Context: an optimization exercise on an open-source flow, tuned for a short achievable clock period and few clock cycles. The choices shown serve that exercise and are no tape-out recipe. Function was checked by simulation only, so behaviour that the tests miss may differ from the original. No activity file was given, so power comes from the tool's default toggle rates.

==> flow/design.v <==
module ks_add #(
	parameter int W = 32,
	parameter int L = 5      
) (
	input  logic [W-1:0] a,
	input  logic [W-1:0] b,
	input  logic         cin,
	output logic [W-1:0] s,
	output logic         cout
);
	logic [W-1:0] g [L+1];
	logic [W-1:0] p [L+1];
	logic [W-1:0] c;
	always_comb begin
		g[0] = a & b;
		p[0] = a ^ b;
		g[0][0] = (a[0] & b[0]) | ((a[0] ^ b[0]) & cin);
		for (int l = 0; l < L; l++) begin
			for (int i = 0; i < W; i++) begin
				if (i >= (1 << l)) begin
					g[l+1][i] = g[l][i] | (p[l][i] & g[l][i-(1<<l)]);
					p[l+1][i] = p[l][i] & p[l][i-(1<<l)];
				end else begin
					g[l+1][i] = g[l][i];
					p[l+1][i] = p[l][i];
				end
			end
		end
		c = {g[L][W-2:0], cin};
		s = (a ^ b) ^ c;
		cout = g[L][W-1];
	end
endmodule
module ks_inc #(
	parameter int W = 32,
	parameter int L = 5      
) (
	input  logic [W-1:0] a,
	output logic [W-1:0] s
);
	logic [W-1:0] p [L+1];
	always_comb begin
		p[0] = a;
		for (int l = 0; l < L; l++)
			for (int i = 0; i < W; i++)
				p[l+1][i] = (i >= (1 << l)) ? (p[l][i] & p[l][i-(1<<l)]) : p[l][i];
		s = a ^ {p[L][W-2:0], 1'b1};
	end
endmodule
module split_add #(
	parameter int LW = 18,
	parameter int HW = 14
) (
	input  logic [LW+HW-1:0] a,
	input  logic [LW+HW-1:0] b,
	input  logic             cin,
	output logic [LW-1:0]    lo,
	output logic             clo,
	output logic [HW-1:0]    hi0,
	output logic [HW-1:0]    hi1,
	output logic             co0,
	output logic             co1
);
	ks_add #(.W(LW)) lo_i (.a(a[LW-1:0]), .b(b[LW-1:0]), .cin(cin), .s(lo), .cout(clo));
	ks_add #(.W(HW)) hi0_i (.a(a[LW+HW-1:LW]), .b(b[LW+HW-1:LW]), .cin(1'b0), .s(hi0), .cout(co0));
	ks_add #(.W(HW)) hi1_i (.a(a[LW+HW-1:LW]), .b(b[LW+HW-1:LW]), .cin(1'b1), .s(hi1), .cout(co1));
endmodule
module alu (
	input  logic [32-1:0] a,
	input  logic [32-1:0] b,
	input  logic [32-1:0] an,        
	input  logic [32-1:0] bn,
	input  logic [4:0]       shamt_n,   
	input  logic [9:0]       op,      
	output logic [17:0]      sum_lo,    
	output logic             sum_c,
	output logic [13:0]      sum_hi0,
	output logic [13:0]      sum_hi1,
	output logic [17:0]      diff_lo,
	output logic             diff_c,
	output logic [13:0]      diff_hi0,
	output logic [13:0]      diff_hi1,
	output logic [32-1:0] result,        
	output logic             eq,
	output logic             lt,
	output logic             ltu
);
	logic             nb0;
	logic             nb1;
	logic [4:0]       shamt;
	logic [32-1:0] sll_r;
	logic [32-1:0] srl_r;
	split_add add_i (.a(a), .b(b), .cin(1'b0), .lo(sum_lo), .clo(sum_c),
		.hi0(sum_hi0), .hi1(sum_hi1), .co0(), .co1());
	split_add sub_i (.a(a), .b(bn), .cin(1'b1), .lo(diff_lo), .clo(diff_c),
		.hi0(diff_hi0), .hi1(diff_hi1), .co0(nb0), .co1(nb1));
	assign eq = (a == b);
	assign ltu = !(diff_c ? nb1 : nb0);
	assign lt = (a[32-1] ^ b[32-1]) ? a[32-1] : (diff_c ? diff_hi1[13] : diff_hi0[13]);
	assign shamt = ~shamt_n;
	assign sll_r = (~an) << shamt;
	assign srl_r = 32'($signed({op[4] & !an[32-1], ~an}) >>> shamt);
	always_comb begin
		result = '0;
		if (op[2]) result = result | sll_r;
		if (op[3] | op[4]) result = result | srl_r;
		if (op[5]) result = result | ~(an | bn);
		if (op[6]) result = result | ~(an & bn);
		if (op[7]) result = result | (an ^ bn);
	end
endmodule
module reg_file (
	input  logic             clk_in,
	input  logic [4:0]       rs1_addr,
	input  logic [4:0]       rs2_addr,
	input  logic             we,
	input  logic [4:0]       wr_addr,
	input  logic [32-1:0] wr_data,
	output logic [32-1:0] rs1_data,
	output logic [32-1:0] rs2_data
);
	logic [32-1:0] regs [1:32-1];
	always_ff @(posedge clk_in) begin
		if (we && (wr_addr != 5'd0))
			regs[wr_addr] <= wr_data;
	end
	assign rs1_data = (rs1_addr == 5'd0) ? '0 : regs[rs1_addr];
	assign rs2_data = (rs2_addr == 5'd0) ? '0 : regs[rs2_addr];
endmodule
module cpu_top (
	input  logic               clk_in,
	input  logic               rst_in,
	input  logic               rdy_in,
	input  logic [7:0]         mem_din,
	output logic [7:0]         mem_dout,
	output logic [18-1:0] mem_a,
	output logic               mem_wr
);
	localparam logic [6:0] OP_LUI    = 7'b0110111;
	localparam logic [6:0] OP_AUIPC  = 7'b0010111;
	localparam logic [6:0] OP_JAL    = 7'b1101111;
	localparam logic [6:0] OP_JALR   = 7'b1100111;
	localparam logic [6:0] OP_BRANCH = 7'b1100011;
	localparam logic [6:0] OP_LOAD   = 7'b0000011;
	localparam logic [6:0] OP_STORE  = 7'b0100011;
	localparam logic [6:0] OP_IMM    = 7'b0010011;
	localparam logic [6:0] OP_REG    = 7'b0110011;
	typedef enum logic [2:0] {
		st_idle, st_decode, st_execute, st_memory, st_resolve
	} state_e;
	logic               cur_fetch;
	logic               cur_load;
	logic               prv_fetch;
	logic               prv_load;
	logic [18-1:0] prv_a;       
	localparam int CW = 4;           
	localparam int TW = 18 - 2 - CW;
	logic [32-1:0]   fpc;         
	logic [18-1:2] ipc;         
	logic [1:0]         icnt;        
	logic [3:0]         ahead;       
	logic [23:0]        asm_b;       
	logic [(1<<CW)-1:0] c_valid;
	logic [TW-1:0]      c_tag  [1<<CW];
	logic [31:0]        c_data [1<<CW];
	state_e             state;
	logic [31:0]        ir;
	logic [32-1:0]   pc;
	logic [32-1:0]   pc4;
	logic [32-1:0]   op_a;
	logic [32-1:0]   op_b;
	logic [32-1:0]   sdata;
	logic [17:0]        tgt_lo;      
	logic               tgt_c;
	logic [13:0]        tgt_hi0;
	logic [13:0]        tgt_hi1;
	logic [32-1:0]   tgt;
	logic [32-1:0]   res;
	logic [17:0]        r_sum_lo;    
	logic               r_sum_c;
	logic [13:0]        r_sum_hi0;
	logic [13:0]        r_sum_hi1;
	logic [32-1:0]   r_sum;
	logic               r_use_sum;
	logic [17:0]        r_diff_lo;   
	logic               r_diff_c;
	logic [13:0]        r_diff_hi0;
	logic [13:0]        r_diff_hi1;
	logic [32-1:0]   r_diff;
	logic               r_use_diff;
	logic [32-1:0]   wb_raw;
	logic [9:0]         alu_op;
	logic [2:0]         x_f3;
	logic [4:0]         x_rd;
	logic               x_wr;
	logic               x_ld;
	logic               x_st;
	logic               x_br;
	logic               x_jalr;
	logic               x_link;
	logic               x_jal;
	logic               br_q;        
	logic [4:0]         shamt_n;     
	logic [32-1:0]   op_an;       
	logic [32-1:0]   op_bn;       
	logic [32-1:0]   d_a;
	logic [32-1:0]   d_b;
	logic [1:0]         m_left;      
	logic [23:0]        me_data;     
	logic               w_valid;     
	logic               fwd1;
	logic               fwd2;
	logic [32-1:0]   rs1_v;
	logic [32-1:0]   rs2_v;
	logic [1:0]         m_idx;       
	logic [1:0]         m_last;      
	logic [17:0]      sum_lo;
	logic             sum_c;
	logic [13:0]      sum_hi0;
	logic [13:0]      sum_hi1;
	logic [32-1:0] alu_res;
	logic [17:0]      diff_lo;
	logic             diff_c;
	logic [13:0]      diff_hi0;
	logic [13:0]      diff_hi1;
	logic             eq;
	logic             lt;
	logic             ltu;
	logic             r_eq;
	logic             r_lt;
	logic             r_ltu;
	logic             r_slt;
	logic             r_sltu;
	logic             br_taken;
	logic [32-1:0] wb_data;
	logic [6:0]         opc;
	logic [2:0]         f3;
	logic               d_lui, d_auipc, d_jal, d_jalr, d_br, d_ld, d_st, d_imm, d_reg;
	logic [32-1:0]   imm_i, imm_s, imm_b, imm_u, imm_j;
	logic [32-1:0]   rs1_data;
	logic [32-1:0]   rs2_data;
	logic [17:0]        d_tgt_lo;
	logic               d_tgt_c;
	logic [13:0]        d_tgt_hi0;
	logic [13:0]        d_tgt_hi1;
	logic [9:0]         d_alu;
	logic               alt;
	logic [32-1:2]   fpc_inc;
	logic [32-1:2]   pc_inc;
	logic [18-1:2] ipc_inc;
	logic [18-1:0] mem_a_inc;
	assign opc = ir[6:0];
	assign f3 = ir[14:12];
	assign d_lui = (opc == OP_LUI);
	assign d_auipc = (opc == OP_AUIPC);
	assign d_jal = (opc == OP_JAL);
	assign d_jalr = (opc == OP_JALR);
	assign d_br = (opc == OP_BRANCH);
	assign d_ld = (opc == OP_LOAD);
	assign d_st = (opc == OP_STORE);
	assign d_imm = (opc == OP_IMM);
	assign d_reg = (opc == OP_REG);
	assign imm_i = {{20{ir[31]}}, ir[31:20]};
	assign imm_s = {{20{ir[31]}}, ir[31:25], ir[11:7]};
	assign imm_b = {{19{ir[31]}}, ir[31], ir[7], ir[30:25], ir[11:8], 1'b0};
	assign imm_u = {ir[31:12], 12'b0};
	assign imm_j = {{11{ir[31]}}, ir[31], ir[19:12], ir[20], ir[30:21], 1'b0};
	split_add tgt_add_i (.a(pc), .b(ir[3] ? imm_j : imm_b), .cin(1'b0), .lo(d_tgt_lo), .clo(d_tgt_c),
		.hi0(d_tgt_hi0), .hi1(d_tgt_hi1), .co0(), .co1());
	ks_inc #(.W(32-2)) fpc_inc_i (.a(fpc[32-1:2]), .s(fpc_inc));
	ks_inc #(.W(32-2)) pc_inc_i (.a(pc[32-1:2]), .s(pc_inc));
	ks_inc #(.W(18-2)) ipc_inc_i (.a(ipc), .s(ipc_inc));
	ks_inc #(.W(18)) mem_a_inc_i (.a(mem_a), .s(mem_a_inc));
	assign alt = ir[30] && (d_reg || (f3 == 3'b101));
	always_comb begin
		d_alu = '0;
		if (d_imm || d_reg) begin
			case (f3)
				3'b000:  d_alu[alt ? 1 : 0] = 1'b1;
				3'b001:  d_alu[2] = 1'b1;
				3'b010:  d_alu[8] = 1'b1;
				3'b011:  d_alu[9] = 1'b1;
				3'b100:  d_alu[7] = 1'b1;
				3'b101:  d_alu[alt ? 4 : 3] = 1'b1;
				3'b110:  d_alu[6] = 1'b1;
				default: d_alu[5] = 1'b1;
			endcase
		end else begin
			d_alu[0] = 1'b1;
		end
	end
	reg_file reg_file_i (
		.clk_in   (clk_in),
		.rs1_addr (ir[19:15]),
		.rs2_addr (ir[24:20]),
		.we       (w_valid && x_wr),
		.wr_addr  (x_rd),
		.wr_data  (wb_data),
		.rs1_data (rs1_data),
		.rs2_data (rs2_data)
	);
	alu alu_i (
		.an           (op_an),
		.bn           (op_bn),
		.shamt_n      (shamt_n),
		.a            (op_a),
		.b            (op_b),
		.op           (alu_op),
		.sum_lo       (sum_lo),
		.sum_c        (sum_c),
		.sum_hi0      (sum_hi0),
		.sum_hi1      (sum_hi1),
		.diff_lo      (diff_lo),
		.diff_c       (diff_c),
		.diff_hi0     (diff_hi0),
		.diff_hi1     (diff_hi1),
		.result       (alu_res),
		.eq           (eq),
		.lt           (lt),
		.ltu          (ltu)
	);
	assign r_sum = {r_sum_c ? r_sum_hi1 : r_sum_hi0, r_sum_lo};
	assign r_diff = {r_diff_c ? r_diff_hi1 : r_diff_hi0, r_diff_lo};
	assign tgt = {tgt_c ? tgt_hi1 : tgt_hi0, tgt_lo};
	always_comb begin
		wb_raw = r_use_sum ? r_sum : r_use_diff ? r_diff :
			r_slt ? 32'(r_lt) : r_sltu ? 32'(r_ltu) : res;
		wb_data = wb_raw;
		if (x_ld) begin
			case (x_f3)
				3'b000:  wb_data = {{24{res[7]}}, res[7:0]};
				3'b001:  wb_data = {{16{res[15]}}, res[15:0]};
				default: wb_data = res;
			endcase
		end
	end
	assign d_a = d_lui ? '0 : d_auipc ? pc : rs1_v;
	assign d_b = (d_reg || d_br) ? rs2_v : (d_lui || d_auipc) ? imm_u : d_st ? imm_s : imm_i;
	assign fwd1 = w_valid && x_wr && (x_rd != 5'd0) && (x_rd == ir[19:15]);
	assign fwd2 = w_valid && x_wr && (x_rd != 5'd0) && (x_rd == ir[24:20]);
	assign rs1_v = fwd1 ? wb_data : rs1_data;
	assign rs2_v = fwd2 ? wb_data : rs2_data;
	logic               redirect;
	logic [32-1:0]   redirect_pc;
	logic               mem_start;
	logic               mem_more;
	logic               accept;
	logic               hit_f;
	logic               hit_t;
	logic               take_r;
	logic [32-1:2]   tgt_inc;
	logic [32-1:0]   next_pc;
	logic               hit_i;
	logic               fill;
	logic               arrive_f;
	logic               take;
	logic               skip;
	logic               issue;
	logic               ipc_step;
	logic [31:0]        f_word;
	always_comb begin
		case (x_f3)
			3'b000:  br_taken = r_eq;
			3'b001:  br_taken = !r_eq;
			3'b100:  br_taken = r_lt;
			3'b101:  br_taken = !r_lt;
			3'b110:  br_taken = r_ltu;
			3'b111:  br_taken = !r_ltu;
			default: br_taken = 1'b0;
		endcase
		br_q = x_jalr || (x_br && br_taken);
	end
	assign redirect = ((state == st_execute) && x_jal) || ((state == st_resolve) && br_q);
	assign redirect_pc = x_jalr ? {r_sum[32-1:1], 1'b0} : tgt;
	assign mem_more = (m_left != 2'd0);
	assign mem_start = (state == st_execute) && (x_ld || x_st) && !mem_more;
	assign accept = (state == st_idle) ||
		((state == st_execute) && ((x_wr && !x_ld && !x_link) || (x_st && !mem_more))) ||
		((state == st_resolve) && !br_q) ||
		((state == st_memory) && prv_load && (m_idx == m_last));
	always_comb begin
		hit_f = 1'b0;
		hit_i = 1'b0;
		for (int k = 0; k < (1 << CW); k++) begin
			hit_f = hit_f | (c_valid[k] && (fpc[CW+1:2] == CW'(k)) && (c_tag[k] == fpc[18-1:CW+2]));
			hit_i = hit_i | (c_valid[k] && (ipc[CW+1:2] == CW'(k)) && (c_tag[k] == ipc[18-1:CW+2]));
		end
	end
	assign fill = prv_fetch && (prv_a[1:0] == 2'd3);
	assign arrive_f = fill && (prv_a[CW+1:2] == fpc[CW+1:2]);
	assign f_word = arrive_f ? {mem_din, asm_b} : c_data[fpc[CW+1:2]];
	always_comb begin
		hit_t = 1'b0;
		for (int k = 0; k < (1 << CW); k++)
			hit_t = hit_t | (c_valid[k] && (tgt_lo[CW+1:2] == CW'(k)) && (c_tag[k] == tgt_lo[18-1:CW+2]));
	end
	assign take_r = (state == st_resolve) && x_br && br_q && hit_t;
	ks_inc #(.W(32-2)) tgt_inc_i (.a(tgt[32-1:2]), .s(tgt_inc));
	assign next_pc = take_r ? {tgt_inc, tgt[1:0]} : redirect_pc;
	assign take = accept && (hit_f || arrive_f);
	assign skip = hit_i && !ahead[3];
	assign issue = !hit_i && !ahead[3] && !mem_start && !mem_more;
	assign ipc_step = skip || (issue && icnt == 2'd3);
	always_ff @(posedge clk_in) begin
		if (rst_in)
			c_valid <= '0;
		else if (fill)
			c_valid[prv_a[CW+1:2]] <= 1'b1;
	end
	always_ff @(posedge clk_in) begin
		if (fill) begin
			c_tag[prv_a[CW+1:2]] <= prv_a[18-1:CW+2];
			c_data[prv_a[CW+1:2]] <= {mem_din, asm_b};
		end
	end
	always_ff @(posedge clk_in) begin
		if (rst_in) begin
			mem_a <= 32'h0000_0000;
			mem_wr <= 1'b0;
			cur_fetch <= 1'b1;
			cur_load <= 1'b0;
			prv_fetch <= 1'b0;
			prv_load <= 1'b0;
			fpc <= 32'h0000_0000;
			ipc <= '0;
			icnt <= 2'd1;
			ahead <= 4'b0001;
			m_left <= 2'd0;
			w_valid <= 1'b0;
			state <= st_idle;
			mem_dout <= '0;
			ir <= '0;
			pc <= '0;
			pc4 <= '0;
			op_a <= '0;
			op_b <= '0;
			op_an <= '0;
			op_bn <= '0;
			sdata <= '0;
			tgt_lo <= '0;
			tgt_c <= 1'b0;
			tgt_hi0 <= '0;
			tgt_hi1 <= '0;
			r_sum_lo <= '0;
			r_sum_c <= 1'b0;
			r_sum_hi0 <= '0;
			r_sum_hi1 <= '0;
			r_diff_lo <= '0;
			r_diff_c <= 1'b0;
			r_diff_hi0 <= '0;
			r_diff_hi1 <= '0;
			res <= '0;
			r_eq <= 1'b0;
			r_lt <= 1'b0;
			r_ltu <= 1'b0;
			r_slt <= 1'b0;
			r_sltu <= 1'b0;
			r_use_sum <= 1'b0;
			r_use_diff <= 1'b0;
			alu_op <= '0;
			x_f3 <= '0;
			x_rd <= '0;
			x_wr <= 1'b0;
			x_ld <= 1'b0;
			x_st <= 1'b0;
			x_br <= 1'b0;
			x_jalr <= 1'b0;
			x_jal <= 1'b0;
			x_link <= 1'b0;
		end else if (rdy_in) begin
			prv_fetch <= cur_fetch && !redirect;
			prv_load <= cur_load;
			prv_a <= mem_a;
			if (prv_fetch)
				case (prv_a[1:0])
					2'd0: asm_b[7:0] <= mem_din;
					2'd1: asm_b[15:8] <= mem_din;
					2'd2: asm_b[23:16] <= mem_din;
					default: ;
				endcase
			if (take_r) begin
				ir <= c_data[tgt_lo[CW+1:2]];
				pc <= tgt;
			end else if (accept) begin
				ir <= f_word;
				pc <= fpc;
			end
			if (take) begin
				fpc <= {fpc_inc, fpc[1:0]};
			end
			if (redirect) begin
				fpc <= next_pc;
				ipc <= next_pc[18-1:2];
				ahead <= 4'b0001;
				if (mem_more) begin
					icnt <= 2'd0;
					mem_a <= mem_a_inc;
					mem_dout <= me_data[7:0];
					me_data <= me_data >> 8;
					cur_fetch <= 1'b0;
				end else begin
					icnt <= 2'd1;
					mem_a <= {next_pc[18-1:2], 2'b00};
					mem_wr <= 1'b0;
					cur_fetch <= 1'b1;
					cur_load <= 1'b0;
				end
			end else begin
				if (ipc_step && !take)
					ahead <= {ahead[2:0], 1'b0};
				else if (take && !ipc_step)
					ahead <= {1'b0, ahead[3:1]};
				if (ipc_step)
					ipc <= ipc_inc;
				if (skip)
					icnt <= 2'd0;
				else if (issue)
					icnt <= icnt + 2'd1;
				if (mem_start) begin
					mem_a <= sum_lo;
					mem_wr <= x_st;
					mem_dout <= sdata[7:0];
					me_data <= sdata[31:8];
					cur_fetch <= 1'b0;
					cur_load <= x_ld;
				end else if (mem_more) begin
					mem_a <= mem_a_inc;
					mem_dout <= me_data[7:0];
					me_data <= me_data >> 8;
					cur_fetch <= 1'b0;
				end else if (issue) begin
					mem_a <= {ipc, icnt};
					mem_wr <= 1'b0;
					cur_fetch <= 1'b1;
					cur_load <= 1'b0;
				end else begin
					mem_wr <= 1'b0;
					cur_fetch <= 1'b0;
					cur_load <= 1'b0;
				end
			end
			if (mem_more)
				m_left <= m_left - 2'd1;
			w_valid <= 1'b0;
			if (prv_load) begin
				res[8*m_idx +: 8] <= mem_din;
				m_idx <= m_idx + 2'd1;
			end
			case (state)
				st_idle: begin
					state <= take ? st_decode : st_idle;
				end
				st_decode: begin
					op_a <= d_a;
					op_b <= d_b;
					op_an <= ~d_a;
					op_bn <= ~d_b;
					sdata <= rs2_v;
					shamt_n <= ~(d_reg ? rs2_v[4:0] : ir[24:20]);
					tgt_lo <= d_tgt_lo;
					tgt_c <= d_tgt_c;
					tgt_hi0 <= d_tgt_hi0;
					tgt_hi1 <= d_tgt_hi1;
					pc4 <= {pc_inc, pc[1:0]};
					alu_op <= d_alu;
					x_f3 <= f3;
					x_rd <= ir[11:7];
					x_wr <= d_lui || d_auipc || d_jal || d_jalr || d_ld || d_imm || d_reg;
					x_ld <= d_ld;
					x_st <= d_st;
					x_br <= d_br;
					x_jalr <= d_jalr;
					x_link <= d_jal || d_jalr;
					x_jal <= d_jal;
					state <= st_execute;
				end
				st_execute: begin
					if (!((x_ld || x_st) && mem_more)) begin
						res <= x_link ? pc4 : x_ld ? '0 : alu_res;
						r_sum_lo <= sum_lo;
						r_sum_c <= sum_c;
						r_sum_hi0 <= sum_hi0;
						r_sum_hi1 <= sum_hi1;
						r_use_sum <= alu_op[0] && !x_link && !x_ld;
						r_diff_lo <= diff_lo;
						r_diff_c <= diff_c;
						r_diff_hi0 <= diff_hi0;
						r_diff_hi1 <= diff_hi1;
						r_use_diff <= alu_op[1];
						m_idx <= 2'd0;
						if (x_ld || x_st)
							m_left <= (x_f3[1:0] == 2'b00) ? 2'd0 : (x_f3[1:0] == 2'b01) ? 2'd1 : 2'd3;
						m_last <= (x_f3[1:0] == 2'b00) ? 2'd0 : (x_f3[1:0] == 2'b01) ? 2'd1 : 2'd3;
						w_valid <= x_wr && !x_ld;
						r_eq <= eq;
						r_lt <= lt;
						r_ltu <= ltu;
						r_slt <= alu_op[8];
						r_sltu <= alu_op[9];
						if (x_ld)
							state <= st_memory;
						else if (x_br || x_jalr)
							state <= st_resolve;
						else
							state <= take ? st_decode : st_idle;
					end
				end
				st_memory: begin
					if (prv_load && m_idx == m_last) begin
						w_valid <= 1'b1;
						state <= take ? st_decode : st_idle;
					end
				end
				st_resolve: begin
					state <= (take || take_r) ? st_decode : st_idle;
				end
				default: state <= st_idle;
			endcase
		end
	end
endmodule
==> flow/flow/run.sh <==
#!/bin/bash
# The standard layout, with timing repair aimed past the clock period's own slack
# (the constraints stay the design's; only how hard repair_timing works changes)
set -euo pipefail
MARGIN=6.3
bash standard.sh SETUP_SLACK_MARGIN=$MARGIN finish > standard_finish.log 2>&1
==> flow/standard.sh <==
#!/bin/bash
# synth_recipe.tcl (not shown) runs the flow's synth.tcl, then flattens the netlist and writes it again
# the make line also repeats each setting of config.mk as NAME=value (left out here)
make -C /OpenROAD-flow-scripts/flow DESIGN_CONFIG=/design/flow/config.mk WORK_HOME=/design/flow/orfs CLKGATE_MAP_FILE= SYNTH_SCRIPT=/design/flow/synth_recipe.tcl "${@:-finish}"
==> flow/config.mk <==
export PLATFORM = sky130hd
export DESIGN_NAME = cpu_top
export DESIGN_NICKNAME = cpu_top
export VERILOG_FILES = /design/flow/design.v
export SDC_FILE = /design/flow/constraint.sdc
export NUM_CORES = 4
export LEC_CHECK = 0
export CAP_MARGIN = 20
export CORE_MARGIN = 2
export CORE_UTILIZATION = 40
export SETUP_SLACK_MARGIN = 5
export SLEW_MARGIN = 20
==> flow/constraint.sdc <==
create_clock -name core_clock -period 8.5 [get_ports {clk_in}]
set_input_delay 1.7000 -clock core_clock [delete_from_list [all_inputs] [get_ports {clk_in}]]
set_output_delay 1.7000 -clock core_clock [all_outputs]
set_load 0.01 [all_outputs]
==> results of run 1 <==
==> placed cells by master, fill, tap and decap left out, types with 116 or more instances in the layout <==
cell type / n
a211oi_2: 136
a21oi_1: 372
a21oi_2: 209
buf_12: 297
buf_16: 190
buf_4: 595
buf_6: 315
clkbuf_16: 336
dfxtp_1: 418
edfxtp_1: 1771
ha_1: 127
inv_1: 116
mux2i_1: 173
mux4_2: 923
nand2_1: 649
nand4_1: 129
nor2_1: 472
nor2_4: 134
xnor2_1: 309
xor2_1: 375
==> sequential cells by signal (all words and copies together) (netlist names), 32 cells and up, named ones only <==
| name | flops |
|---|---|
| pc4 | 32 |
| c_tag | 192 |
| sdata | 32 |
| ir | 32 |
| pc | 32 |
| op_bn | 32 |
| op_b | 32 |
| op_a | 32 |
| op_an | 32 |
| c_data | 512 |
| fpc | 32 |
| res | 32 |
| reg_file_i.regs | 992 |
==> routing by layer <==
layer	up-vias	global-route usage, %	wire length [um]
li1	38870	-	-
met1	50740	42.09	191100
met2	8520	49.49	238200
met3	2568	9.925	80530
met4	20	22.41	51750
met5	-	0	132
==> cells by family after synthesis <==
kind of cell	synth area share (%)
fa+ha+maj	2.022
xor+xnor	5.313
mux	19.57
flops	52.85
compound gates	8.968
buf+inv	3.144
simple gates	8.139
==> per-stage QoR <==
step           setup WS, ns  power (W)  area (um^2)  hold slack, ns  std cells
6_report              4.990    0.02556       168700          0.4532      14850
4_1_cts               5.163    0.02537       159900          0.4522      14450
2_1_floorplan         5.049    0.01305       126300          0.4284       9376
3_5_place_dp          3.587    0.01333       129100          0.4429      13020
3_3_place_gp          3.619    0.01332       129000          0.4359      13010
5_1_grt               5.007    0.02600       168600          0.4673      14840
==> power by group <==
| group | switching, W | total, W | internal, W |
|---|---|---|---|
| Combinational | 0.000791 | 0.00138 | 0.000585 |
| Clock | 0.00517 | 0.0119 | 0.00670 |
| Sequential | 0.0000765 | 0.0123 | 0.0122 |
==> synthesized netlist by cell type (44+ instances only) <==
library cell	instances
o21ai_0	235
xor2_1	394
a221oi_1	68
and3_1	76
buf_2	124
ha_1	184
nand3_1	118
o22ai_1	52
clkbuf_1	481
xnor2_1	349
a211oi_1	200
inv_1	174
edfxtp_1	1771
mux4_2	923
buf_1	85
a22oi_1	44
nor4_1	105
nor2_1	673
a21o_1	82
nor3_1	156
nand2_1	739
mux2i_1	282
a21oi_1	663
dfxtp_1	585
nand4_1	129
o211ai_1	59
==> what timing repair did <==
action,CTS,global route
buffers inserted,738,296
gates resized for setup,2336,979
pin swaps,605,619
endpoints found under the setup margin,3356,2182
cloned,218,83
==> worst min-delay path by stage <==
stage,start,endpoint,slack (ns),cells past startpoint
floorplan,r_diff_hi1[10]$_SDFFE_PP0P_,r_diff_hi1[10]$_SDFFE_PP0P_,0.43,2
global placement,r_use_sum$_SDFFE_PP0P_,r_use_sum$_SDFFE_PP0P_,0.44,2
detailed placement,r_diff_hi1[11]$_SDFFE_PP0P_,r_diff_hi1[11]$_SDFFE_PP0P_,0.44,2
CTS,tgt_hi0[5]$_SDFFE_PP0P_,tgt_hi0[5]$_SDFFE_PP0P_,0.45,2
global route,r_diff_hi0[8]$_SDFFE_PP0P_,r_diff_hi0[8]$_SDFFE_PP0P_,0.47,2
finish,tgt_hi0[5]$_SDFFE_PP0P_,tgt_hi0[5]$_SDFFE_PP0P_,0.45,2
==> layout make-up <==
type / instances / area [um^2]
timing repair inverter: 23 / 172.7
fill: 23270 / 136900
timing repair buffer: 1577 / 23090
sequential: 2356 / 65360
inverter: 175 / 832.0
clock buffer: 353 / 7241
multi-input combinational: 6120 / 65280
clock inverter: 129 / 1535
antenna: 12 / 30.03
tap: 4100 / 5130
==> critical path, delay by kind of cell (launching register included) <==
kind | cells | cell delay (ns)
AOI/OAI and AO/OA | 6 | 1.25
buffers and inverters | 5 | 0.98
and+or+nand+nor | 2 | 0.81
DFF | 1 | 0.31
==> impl_metrics.tcl, run 1 <==
set metrics [dict create \
    grt_max_degree 91 \
    rr_worst_depth 13 \
    reg2reg_slack_ns 4.99 \
    synth_seq_cells 2356 \
    cp_slowest_cell "or3_1" \
    power_leakage_nw 53.46 \
    drv_cap 0 \
    synth-edff-count 1771 \
    dp_hpwl_mm 273.7 \
    cp_cell_sequence "buf_6 > nor2_2 > buf_12 > a22oi_1 > or3_1 > a32oi_2 > buf_6 > o21a_4 > buf_4 > buf_12 > o21ai_0 > a32oi_1 > o21ai_2" \
    die_area_mm2 0.3114 \
    rsz0062_at_grt "true" \
    cts_tree "yes" \
    drv_slew 0 \
    r2r_end "fpc[16]$_SDFFE_PP0N_" \
    netlist_area_mm2 0.1228 \
    clk_path_buf_depth 4 \
    ctsHtreeMaxLevel 5 \
    syn_to_final_growth_pct 37.36 \
    ios 38 \
    drt_iter0_drc 16430 \
    ctsHoldBuffers 0 \
    antenna_found_initial 33 \
    start_kind "flip-flop" \
    finalNetCount 10730 \
    min_period_ns 3.510 \
    max_slew_margin_pct 25.81 \
    status "finished clean" \
    start_util_pct 40.19 \
    cts_made_buffers 270 \
    grt-ovfl-total 0 \
    setup_violations 0 \
    gp_congestion 0.9880 \
    std_cell_rows 203 \
    synth_area_leader_cell "edfxtp_1" \
    vias 100700 \
    worstHoldPathType "reg2reg" \
    tightest_slew_ns 1.113 \
    cpPeakStageDelay_ns 0.58 \
    final_core_util_pct 55.20 \
    ant_nets 0 \
    cp-startpoint "x_link$_SDFFE_PP0P_" \
    synth.distinct_cells 93 \
    fin_worst_skew_ns 0.08227 \
    syn-num-nets 9580 \
    clock-root-buffer "clkbuf_16" \
    core_area_mm2 0.3056 \
    grt_pass1_wl_mm 736.5 \
    critPathCapture "fpc[16]$_SDFFE_PP0N_" \
    critPathMaxFanout 40 \
    cts.sinks 2356 \
    async_flop_share_pct 0 \
    grt_pass1_vias 94940 \
    ys_seq_area_share_pct 52.85 \
    netlist.area_leader.share_pct 43.31 \
    die_w_um 558.1 \
    vias_per_cell 6.784 \
    synth_warnings 15 \
    cts.reportedPaths.clkPinSlew_ns 0.07 \
    track_usage_pct 33.34 \
    peakVddDrop_uv 164.3 \
    criticalPathCategory "reg2reg" \
    io_buffer_count 37 \
    drive_above_1_share_pct 43.87 \
    dr.pass1.iters 19 \
    drc 0 \
    synth_area_per_cell_um2 13.10 \
    hold_viol_final 0 \
    fin_crit_sh_pct 41.29 \
    wirelength_mm 561.7 \
    tns_ns 0 \
    die_h_um 558.1 \
    worstPathArrival_ns 4.31 \
    clk_latency_ns 0.92 \
    synthTopCellsByArea "edfxtp_1 (43%), mux4_2 (17%), dfxtp_1 (9.5%)" \
    postSynthCellCount 9376 \
    crit_path_end_kind "flip-flop" \
    fmax_mhz 284.9 \
    powerDensity_mw_per_mm2 151.6 \
    wire_per_inst_um 37.84 \
    synth_top_flop_cell "edfxtp_1" \
    cp.required_ns 9.30 \
    reg2reg_from "x_link$_SDFFE_PP0P_" \
]
Testbench counts, summed over its fixed seeds: cycles 113,934.
==> inputs of run 2 (changes only) <==
--- a/flow/design.v
+++ b/flow/design.v
@@ -347,6 +347,8 @@
 	logic               accept;
 	logic               hit_f;
 	logic               hit_t;
+	logic               hit_t_q;     
+	logic               t_clash;
 	logic               take_r;
 	logic [32-1:2]   tgt_inc;
 	logic [32-1:0]   next_pc;
@@ -394,7 +396,8 @@
 		for (int k = 0; k < (1 << CW); k++)
 			hit_t = hit_t | (c_valid[k] && (tgt_lo[CW+1:2] == CW'(k)) && (c_tag[k] == tgt_lo[18-1:CW+2]));
 	end
-	assign take_r = (state == st_resolve) && x_br && br_q && hit_t;
+	assign t_clash = fill && (prv_a[CW+1:2] == tgt_lo[CW+1:2]);
+	assign take_r = (state == st_resolve) && x_br && br_q && hit_t_q && !t_clash;
 	ks_inc #(.W(32-2)) tgt_inc_i (.a(tgt[32-1:2]), .s(tgt_inc));
 	assign next_pc = take_r ? {tgt_inc, tgt[1:0]} : redirect_pc;
 	assign take = accept && (hit_f || arrive_f);
@@ -451,6 +454,7 @@
 			r_diff_hi1 <= '0;
 			res <= '0;
 			r_eq <= 1'b0;
+			hit_t_q <= 1'b0;
 			r_lt <= 1'b0;
 			r_ltu <= 1'b0;
 			r_slt <= 1'b0;
@@ -593,6 +597,7 @@
 						m_last <= (x_f3[1:0] == 2'b00) ? 2'd0 : (x_f3[1:0] == 2'b01) ? 2'd1 : 2'd3;
 						w_valid <= x_wr && !x_ld;
 						r_eq <= eq;
+						hit_t_q <= hit_t && !t_clash;
 						r_lt <= lt;
 						r_ltu <= ltu;
 						r_slt <= alu_op[8];
==> run 2 against run 1 <==
Clock power shrank 4%. Power increased by 3.4%. First-iteration DRC count increased by 3.8%. Sequential power about the same. Flip-flop and latch count is 1 higher. Critical path depth down 1. Non-clock buffer count down 148. Utilization shrank 1.1 points. Critical endpoint is now tgt_lo[17]$_SDFFE_PP0P_. Largest power group unchanged. Highest routed layer unchanged.
==> impl_metrics.tcl, run 2 <==
set metrics [dict create \
    status "finished clean" \
    cts_tree "yes" \
    largest_register_ffs 992 \
    tightest_slew_ns 1.321 \
    std_cell_rows 203 \
    drt_iter0_drc 17060 \
    hold_viol_final 0 \
    reg2reg_from "ir[23]$_SDFFE_PP0P_" \
    nFillCells 23830 \
    fin_crit_sh_pct 39.00 \
    ctsHtreeMaxLevel 5 \
    synth_commonest_cells "edfxtp_1 (1771), mux4_2 (921), nand2_1 (773)" \
    syn_to_final_growth_pct 34.39 \
    worstHoldPathType "reg2reg" \
    max_slew_margin_pct 11.93 \
    clock-root-buffer "clkbuf_16" \
    grt_pass1_wl_mm 726.3 \
    start_util_pct 40.23 \
    drc 0 \
    grt-ovfl-total 0 \
    core_area_mm2 0.3058 \
    drv_slew 0 \
    final_cell_mix "edfxtp_1 (1771), mux4_2 (921), nand2_1 (658)" \
    synth-edff-count 1771 \
    critPathCapture "tgt_lo[17]$_SDFFE_PP0P_" \
    die_h_um 558.6 \
    synth_warnings 15 \
    ff_latch_area_mm2 0.06535 \
    wire_per_inst_um 37.02 \
    ant_nets 0 \
    wirelength_mm 546.1 \
    vias_per_cell 6.782 \
    min_period_ns 3.315 \
    ctsHoldBuffers 0 \
    postSynthCellCount 9448 \
    synth_area_leader_cell "edfxtp_1" \
    multi_input_area_mm2 0.06416 \
    reg2reg_slack_ns 5.19 \
    yosysMostFrequentCell "edfxtp_1" \
    grt_max_degree 100 \
    tns_ns 0 \
    synth.distinct_cells 97 \
    antenna_found_initial 25 \
    r2r_end "tgt_lo[17]$_SDFFE_PP0P_" \
    cp.required_ns 9.29 \
    ios 38 \
    power_leakage_nw 57.91 \
    async_flop_share_pct 0 \
    critPathMaxFanout 7 \
    cts.reportedPaths.clkPinSlew_ns 0.07 \
    gp_congestion 0.9691 \
    top_register "reg_file_i.regs" \
    clk_path_buf_depth 4 \
    dr.pass1.iters 12 \
    track_usage_pct 32.82 \
    synth_area_per_cell_um2 13.02 \
    criticalPathCategory "reg2reg" \
    cp-startpoint "ir[23]$_SDFFE_PP0P_" \
    cts_made_buffers 266 \
    synth_top_flop_cell "edfxtp_1" \
    finalNetCount 10630 \
    total_power_w 0.02644 \
    die_area_mm2 0.3120 \
    powerDensity_mw_per_mm2 159.9 \
    drive_above_1_share_pct 41.98 \
    fin_worst_skew_ns 0.07222 \
    cts.sinks 2357 \
    netlist.area_leader.share_pct 43.23 \
    netlist_area_mm2 0.1230 \
    io_buffer_count 37 \
    ys_seq_area_share_pct 52.77 \
    setup_violations 0 \
    synthTopCellsByArea "edfxtp_1 (43%), mux4_2 (17%), dfxtp_1 (9.5%)" \
    grt_pass1_vias 94860 \
    dp_hpwl_mm 261.0 \
    rsz0062_at_grt "true" \
    crit_path_end_kind "flip-flop" \
    worstPathArrival_ns 4.10 \
    clk_latency_ns 0.96 \
    start_kind "flip-flop" \
    rr_worst_depth 12 \
    drv_cap 0 \
    peakVddDrop_uv 161.8 \
    final_common_cell "edfxtp_1" \
    synth_seq_cells 2357 \
    fmax_mhz 301.7 \
    vias 100000 \
    die_w_um 558.6 \
    syn-num-nets 9652 \
]
## run 2: changes by cell type after synthesis, moves of 24 or more
cell	before	now
xor2_1	394	419
nand2_1	739	773
mux2i_1	282	224
nor2_1	673	716
a211oi_1	200	224
## run 2: per-layer routing
metal,vias to the layer above,share of wire (%),routed length [um],GRT usage (%)
met5,-,0.014,78,0.03087
met4,14,9.2,50420,21.51
met3,2606,14,75520,9.946
met2,8414,43,235600,49.25
met1,50250,34,184400,41.07
li1,38770,-,-,-
## run 2: worst min-delay path by stage
stage | startpoint | end | slack [ns] | depth (start not counted)
2_1_floorplan | r_diff_lo[17]$_SDFFE_PP0P_ | r_diff_lo[17]$_SDFFE_PP0P_ | 0.43 | 2
3_3_place_gp | r_diff_hi1[9]$_SDFFE_PP0P_ | r_diff_hi1[9]$_SDFFE_PP0P_ | 0.44 | 2
3_5_place_dp | r_diff_hi1[4]$_SDFFE_PP0P_ | r_diff_hi1[4]$_SDFFE_PP0P_ | 0.44 | 2
4_1_cts | r_diff_hi1[4]$_SDFFE_PP0P_ | r_diff_hi1[4]$_SDFFE_PP0P_ | 0.45 | 2
5_1_grt | r_diff_hi0[10]$_SDFFE_PP0P_ | r_diff_hi0[10]$_SDFFE_PP0P_ | 0.47 | 2
6_report | r_sum_hi0[10]$_SDFFE_PP0P_ | r_sum_hi0[10]$_SDFFE_PP0P_ | 0.45 | 2
## run 2: worst max-delay path: stages, from the launching register on
cell	delay [ns]
dfxtp_1	0.64
mux2_4	0.30
ha_4	0.22
nor2b_1	0.13
o21ai_2	0.15
a21boi_2	0.08
o21a_1	0.21
a221o_2	0.48
a2111oi_4	0.43
buf_4	0.19
o31ai_2	0.07
mux2i_1	0.17
nand2_1	0.07
## run 2: cells by family (layout without fill, tap and decap cells)
| logic type | count (synthesis) | after routing | synth area share (%) |
|---|---|---|---|
| AOI/OAI and AO/OA | 1767 | 1777 | 9.217 |
| xor gates and xnor gates | 752 | 752 | 5.360 |
| adders and majority gates | 193 | 193 | 2.018 |
| buffers and inverters | 929 | 2096 | 3.228 |
| DFF | 2357 | 2357 | 52.77 |
| muxes | 1185 | 1185 | 19.05 |
| other | 0 | 16 | 0 |
| and+or+nand+nor | 2265 | 2276 | 8.360 |
## run 2: final cells by class
cell class / instances / area share [%]
timing repair buffer: 1429 / 12.85
clock inverter: 137 / 0.7304
antenna: 16 / 0.02422
multi-input combinational: 6183 / 38.81
clock buffer: 338 / 4.347
tap: 4100 / 3.103
sequential: 2357 / 39.53
timing repair inverter: 19 / 0.09688
inverter: 173 / 0.5071
## run 2: through the flow
step           hold slack [ns]  util (%)  cell area [um^2]  std cells  setup slack (ns)
2_1_floorplan           0.4260         -            124800       9448             5.124
3_3_place_gp            0.4370     41.85            128000      13040             3.460
3_5_place_dp            0.4414     41.87            128000      13040             3.394
4_1_cts                 0.4493     51.34            157000      14380             5.154
5_1_grt                 0.4698     54.05            165300      14740             5.077
6_report                0.4503     54.06            165300      14750             5.185
## run 2: power breakdown
group          internal (W)  switching [W]  total [W]
combinational       0.00112        0.00139    0.00251
sequential           0.0123       0.000182     0.0125
clock               0.00635        0.00508     0.0114
total                0.0198        0.00665     0.0264
## run 2: repair_timing
action,CTS,global route
endpoints found under the setup margin,3379,2113
pin swaps,587,651
setup buffers,651,301
gates cloned,216,50
resized for setup,2321,1022
Testbench counts of run 2, summed over its fixed seeds: cycles 113,934.

afterwards: timing with drivers on the ports:
The flow's constraints put no driver on any port. The routed layouts listed below were extracted and timed again, unchanged, in two steps. Step 1 assumes that a clkbuf_16 drives the clock port and a buf_2 every other input. Step 2, shift: input delay + t, output delay - t, t = (earliest + latest rising clock arrival at the registers) / 2. This alone moves slack from input paths to output paths. Slacks: no drivers / after step 1 / after step 2; pairs: no drivers / after step 1.
run	t, ns	setup WS [ns]	worst setup path after step 2	latest minus earliest clock arrival (ns)	worst register clock-pin slew, ns
run 1	0.998	4.990 / 4.990 / 4.875	input to register	0.111 / 0.111	0.07 / 0.07
run 2	1.021	5.185 / 5.185 / 4.844	input to register	0.079 / 0.078	0.07 / 0.07
After both steps setup and hold are still met in every run listed. For run 2, which loses most, drivers alone change the setup slack by 0.000 ns; drivers and shift together by -0.341 ns.
